This is an optimization exercise on Yosys and OpenROAD, whose aim is small area, not a production implementation. Only simulation tests tie the RTL to the original design; equivalence was not proved. No activity file was given, so power comes from the tool's default toggle rates.

--- config.mk ---
export PLATFORM = sky130hd
export DESIGN_NAME = register_file
export DESIGN_NICKNAME = register_file
export VERILOG_FILES = /design/flow/design.v
export SDC_FILE = /design/flow/constraint.sdc
export NUM_CORES = 4
export LEC_CHECK = 0
export CAP_MARGIN = 20
export CORE_MARGIN = 2
export CORE_UTILIZATION = 55
export CTS_BUF_LIST = sky130_fd_sc_hd__clkbuf_4
export CTS_CLUSTER_DIAMETER = 40
export CTS_CLUSTER_SIZE = 8
export SLEW_MARGIN = 20
export SYNTH_HIERARCHICAL = 1
--- constraint.sdc ---
create_clock -name core_clock -period 8.0 [get_ports {clock}]
set_input_delay 1.6000 -clock core_clock [delete_from_list [all_inputs] [get_ports {clock}]]
set_output_delay 1.6000 -clock core_clock [all_outputs]
set_load 0.01 [all_outputs]
--- design.v ---
module rf_aoi222 (
  input  logic a1, a2, b1, b2, c1, c2,
  output logic y
);
  assign y = ~((a1 & a2) | (b1 & b2) | (c1 & c2));
endmodule
module rf_hold (
  input  logic sel, wdata, hold, q,
  output logic d
);
  assign d = (sel & wdata) | (hold & q);
endmodule
module rf_and2 (
  input  logic a, b,
  output logic y
);
  assign y = a & b;
endmodule
module rf_and3 (
  input  logic a, b, c,
  output logic y
);
  assign y = a & b & c;
endmodule
module rf_ao21 (
  input  logic a, b, c,
  output logic y
);
  assign y = (a & b) | c;
endmodule
module rf_nand4 (
  input  logic a, b, c, d,
  output logic y
);
  assign y = ~(a & b & c & d);
endmodule
module rf_or3 (
  input  logic a, b, c,
  output logic y
);
  assign y = a | b | c;
endmodule
module rf_nand2 (
  input  logic a, b,
  output logic y
);
  assign y = ~(a & b);
endmodule
module rf_read_bit (
  input  logic [31:0] sel,
  input  logic [31:0] data,
  output logic        y
);
  logic [11:0] t;
  logic [2:0]  n;
  for (genvar k = 0; k < 10; k++) begin : g_aoi
    rf_aoi222 u_aoi (
      .a1(sel[3*k]),   .a2(data[3*k]),
      .b1(sel[3*k+1]), .b2(data[3*k+1]),
      .c1(sel[3*k+2]), .c2(data[3*k+2]),
      .y(t[k])
    );
  end
  rf_nand2 u_nand_30 (.a(sel[30]), .b(data[30]), .y(t[10]));
  rf_nand2 u_nand_31 (.a(sel[31]), .b(data[31]), .y(t[11]));
  rf_nand4 u_n0 (.a(t[0]), .b(t[1]), .c(t[2]),  .d(t[3]),  .y(n[0]));
  rf_nand4 u_n1 (.a(t[4]), .b(t[5]), .c(t[6]),  .d(t[7]),  .y(n[1]));
  rf_nand4 u_n2 (.a(t[8]), .b(t[9]), .c(t[10]), .d(t[11]), .y(n[2]));
  rf_or3   u_o  (.a(n[0]), .b(n[1]), .c(n[2]),             .y(y));
endmodule
module rf_read_decode (
  input  logic        reset,
  input  logic        enable,
  input  logic [4:0]  number,
  input  logic [31:0] valid_next,
  output logic [31:0] sel
);
  logic [3:0] hi;
  logic [7:0] lo;
  always_comb begin
    for (int j = 0; j < 4; j++) begin
      hi[j] = reset && enable && (number[4:3] == 2'(j));
    end
    for (int k = 0; k < 8; k++) begin
      lo[k] = (number[2:0] == 3'(k));
    end
  end
  for (genvar i = 0; i < 32; i++) begin : g_sel
    rf_and3 u_sel (.a(hi[i / 8]), .b(lo[i % 8]), .c(valid_next[i]), .y(sel[i]));
  end
endmodule
module rf_write_decode (
  input  logic        write_enable,
  input  logic [4:0]  write_number,
  input  logic [31:0] valid,
  output logic [31:0] sel,
  output logic [31:0] hold,
  output logic [31:0] valid_next
);
  logic [3:0] hi;
  logic [7:0] lo;
  always_comb begin
    for (int j = 0; j < 4; j++) begin
      hi[j] = write_enable && (write_number[4:3] == 2'(j));
    end
    for (int k = 0; k < 8; k++) begin
      lo[k] = (write_number[2:0] == 3'(k));
    end
  end
  for (genvar i = 0; i < 32; i++) begin : g_sel
    rf_and2  u_sel  (.a(hi[i / 8]), .b(lo[i % 8]), .y(sel[i]));
    rf_nand2 u_hold (.a(hi[i / 8]), .b(lo[i % 8]), .y(hold[i]));
    rf_ao21  u_next (.a(hi[i / 8]), .b(lo[i % 8]), .c(valid[i]), .y(valid_next[i]));
  end
endmodule
module register_file #(
  parameter int unsigned WORD_WIDTH = 32,
  parameter int unsigned SEL_WIDTH  = 5,
  parameter int unsigned NUM_REGS   = 32
) (
  input  logic                  clock,
  input  logic                  reset,
  input  logic                  left_read_enable,
  input  logic [SEL_WIDTH-1:0]  left_read_number,
  output logic [WORD_WIDTH-1:0] left_read_bus,
  input  logic                  right_read_enable,
  input  logic [SEL_WIDTH-1:0]  right_read_number,
  output logic [WORD_WIDTH-1:0] right_read_bus,
  input  logic                  write_enable,
  input  logic [SEL_WIDTH-1:0]  write_number,
  input  logic [WORD_WIDTH-1:0] write_bus
);
  logic [WORD_WIDTH-1:0] regs [NUM_REGS];
  logic [NUM_REGS-1:0]   valid;
  logic [NUM_REGS-1:0]   valid_next;
  logic [NUM_REGS-1:0]   write_sel;
  logic [NUM_REGS-1:0]   write_hold;
  rf_write_decode u_wdec (
    .write_enable(write_enable), .write_number(write_number), .valid(valid),
    .sel(write_sel), .hold(write_hold), .valid_next(valid_next)
  );
  always_ff @(posedge clock or negedge reset) begin
    if (!reset) begin
      valid <= '0;
    end else begin
      valid <= valid_next;
    end
  end
  logic [WORD_WIDTH-1:0] regs_next [NUM_REGS];
  for (genvar i = 0; i < int'(NUM_REGS); i++) begin : g_word
    for (genvar b = 0; b < int'(WORD_WIDTH); b++) begin : g_bit
      rf_hold u_hold (
        .sel(write_sel[i]), .wdata(write_bus[b]),
        .hold(write_hold[i]), .q(regs[i][b]),
        .d(regs_next[i][b])
      );
    end
  end
  always_ff @(posedge clock) begin
    for (int i = 0; i < int'(NUM_REGS); i++) begin
      regs[i] <= regs_next[i];
    end
  end
  logic [31:0] left_sel, right_sel;
  rf_read_decode u_ldec (
    .reset(reset), .enable(left_read_enable), .number(left_read_number),
    .valid_next(valid_next), .sel(left_sel)
  );
  rf_read_decode u_rdec (
    .reset(reset), .enable(right_read_enable), .number(right_read_number),
    .valid_next(valid_next), .sel(right_sel)
  );
  for (genvar b = 0; b < int'(WORD_WIDTH); b++) begin : g_bit
    logic [31:0] column;
    for (genvar i = 0; i < int'(NUM_REGS); i++) begin : g_col
      assign column[i] = regs_next[i][b];
    end
    rf_read_bit u_left  (.sel(left_sel),  .data(column), .y(left_read_bus[b]));
    rf_read_bit u_right (.sel(right_sel), .data(column), .y(right_read_bus[b]));
  end
endmodule
--- run.sh ---
#!/bin/bash
# synth_recipe.tcl (not shown) runs the flow's synth.tcl, then flattens the netlist and writes it again
# the make line also repeats each setting of config.mk as NAME=value (left out here)
make -C /OpenROAD-flow-scripts/flow DESIGN_CONFIG=/design/flow/config.mk WORK_HOME=/design/flow/orfs CLKGATE_MAP_FILE= SYNTH_SCRIPT=/design/flow/synth_recipe.tcl finish
==> out/results.ini <==
[sta]
hold_viol=0
setup_viol=0
skew_ns=0
slew_headroom_pct=6.92
clock.fmax_ghz=0.128
fin_crit_sh_pct=98.0
finalCriticalPeriod_ns=7.84
setup_ws_ns=0.163
holdWs_ns=0.469
setup_tns_ns=0
worst_pin_slew_ns=1.40
maxSlewViolCount=0
rsz0062_at_grt=no

[routing]
drt_iter0_drc=11200
vias=43500
dr.pass1.iters=14
detail-route-antenna-nets=0
remaining_drc_errors=0
wl_per_cell_um=43.9
wirelength_mm=212
viasPerCell=8.99

[worst_setup_path]
reg2reg_depth=1
cp_data_arrival_time_ns=6.24
cp_max_fo=21
critical_path_class=in2out
critPathLaunch=write_number[4]
start_kind=input port
critical_path.endpoint_type=output port
rrSetupSlack_ns=7.32
crit_required_ns=6.40
timing.rr.end=valid[16]
r2r-start=valid[16]

[logic_synthesis]
ys.warnings.count=12
syn_inst=3300
ys_seq_area_share_pct=53.2
synthFlopType=dfxtp_1
yosysTopAreaCell=dfxtp_1
synth_top_area_share_pct=51.2
synthTopCellsByArea=dfxtp_1 51%, a22o_1 22%, a222oi_1 16%
syn-cell-area_mm2=0.0400
synth-edff-count=0
syn_nets=3352
yosysUniqueCellTypes=18
avgSynthCellArea_um2=12.1
synth_seq_cells=1056
synthTopCellsByCount=1024 x a22o_1, 1024 x dfxtp_1, 640 x a222oi_1
async_reset_ff_share_pct=3.03

[global_route]
grtUsageTotal_pct=54.6
grt_start_max_net_pins=35
grt_pass1_vias=41700
overflow=0
grt_pass1_wl_mm=295
antenna_found_initial=12

[cts]
numCtsBuffers=161
cts_max_level=4
clk_pin_slew_ns=0.09
ctsHoldBuffers=0
cts_sinks=1056
clock_latency_ns=1.08
cts_setup_buffers=0
cts_tree=yes
cts_buffer_depth=3
root_buffer=clkbuf_4
ctsResizeCount=0

[layout]
final_area_mm2=0.0462
nets=3863
stdcell_count=4839
fin_util_pct=64.4
drive_gt1_share_pct=12.8
syn_to_final_growth_pct=15.4

[place]
placed_area_mm2=0.0444
pre_cts_slack_ns=0.496
place.gp.congestion=0.987
portBuffers=115
hpwlAfterDp_mm=122
dp.cells=4598

[die]
floorplan.die_area_mm2=0.0750
die_w_um=274
ios=116
die_h_um=274
start_util_pct=55.8
rows=98
core_mm2=0.0717

[status]
status=no timing/DRC/antenna violations

[power]
power_per_cell_area_mw_per_mm2=255
worst_ir_drop_vdd_uv=149
p_total_mw=11.8
p_leak_nw=19.1

[worst_hold_path]
hold_depth=1
hold_path_class=reg2reg
min-delay-start=valid[2]
min_to=valid[2]

[flow_run]
cap_violations=0

worst max-delay path by stage:
stage                                    end  slack, ns  depth (start not counted)
after floorplan             left_read_bus[0]       1.57                          6
after global placement     left_read_bus[10]       0.49                          9
after detailed placement  right_read_bus[10]       0.50                          9
after CTS                 right_read_bus[10]       0.47                          9
after global routing      right_read_bus[17]       0.15                          9
final                     right_read_bus[17]       0.16                          9
modules after synthesis (local to each module, per instance), a selection:
module           flops+latches  copies in the design
rf_or3                       0                    64
rf_and2                      0                    32
rf_hold                      0                  1024
rf_nand2                     0                   160
rf_write_decode              0                     1
rf_nand4                     0                   192
register_file             1056                     1
rf_aoi222                    0                   640
rf_and3                      0                    64
rf_read_decode               0                     2
rf_ao21                      0                    32
layout by cell type, fill, tap and decap left out, drive strengths merged:
| master | count |
|---|---|
| a22o | 1024 |
| dfxtp | 1024 |
| a222oi | 640 |
| buf | 237 |
| nand4 | 192 |
| clkbuf | 183 |
| nand2 | 160 |
| clkdlybuf4s50 | 111 |
| and3 | 68 |
| or3 | 64 |
| a21o | 32 |
| dfrtp | 32 |
| and2 | 32 |
| clkinv | 23 |
| diode | 17 |
| and3b | 11 |
| nor3b | 10 |
| bufinv | 6 |
| clkinvlp | 6 |
| inv | 6 |
| and4b | 4 |
| nor3 | 3 |
| and4bb | 2 |
| and4 | 2 |
power by group:
| part | switching [mW] | internal, mW | leakage, nW |
|---|---|---|---|
| Clock | 1.97 | 1.27 | 1.02 |
| Sequential | 0.291 | 6.29 | 8.89 |
| Combinational | 1.11 | 0.833 | 9.22 |
| Total | 3.37 | 8.40 | 19.1 |
worst max-delay path, stage by stage:
cell and delay [ns]:
clkdlybuf4s50_1 0.55, and3b_1 0.50, a21o_1 0.32, and3_1 0.56, buf_4 0.40, a222oi_1 0.38, nand4_1 0.77, or3_1 0.65
clkdlybuf4s50_1 0.50
metal layers:
layer / vias up / global-route usage [%] / wire length, um
met1: 20600 / 63.9 / 69300
met2: 4981 / 70.8 / 79300
met4: 16 / 44.5 / 22200
met3: 1549 / 31.4 / 41000
li1: 16400 / - / -
met5: - / 5.26 / 377
state kept, by name (all words and copies together), names as in the netlist:
register  cells
regs       1024
valid        32
cell type report:
type	instances	area (um^2)
fillers	5645	25500
clock buffers	183	1370
multi-input cells	2244	18800
repair buffers	348	3130
well taps	950	1190
flip-flops and latches	1056	21300
diodes	17	42.5
clock inverters	41	360
cells by family (layout without fill, tap and decap cells):
group | count (synthesis) | in the layout | synth area share, %
AO/OA/AOI/OAI | 1696 | 1696 | 39.0
other | 0 | 17 | 0
buffers and inverters | 0 | 572 | 0
flip-flops | 1056 | 1056 | 53.2
AND/OR/NAND/NOR | 548 | 548 | 7.77

## static timing again, ports no longer ideal
How much do the figures lean on ideal ports? The routed layout below was timed once more, with nothing changed but the port constraints.
Step 1: set_driving_cell puts a clkbuf_16 on clock and a buf_2 on each other input, an assumption about the parent block.
Step 2, shift: input delay + t, output delay - t, t = (earliest + latest rising clock arrival at the registers) / 2. This alone moves slack from input paths to output paths.
a / b / c = no drivers / after step 1 / after step 2; a / b = the first two.
t, ns: 1.151
setup slack, ns: 0.163 / 0.139 / 0.139
latest minus earliest clock arrival (ns): 0.069 / 0.069
worst data-port slew with drivers (ns): 0.07
After both steps setup and hold are still met in this run. For this run, drivers alone change the setup slack by -0.024 ns; drivers and shift together by -0.024 ns.
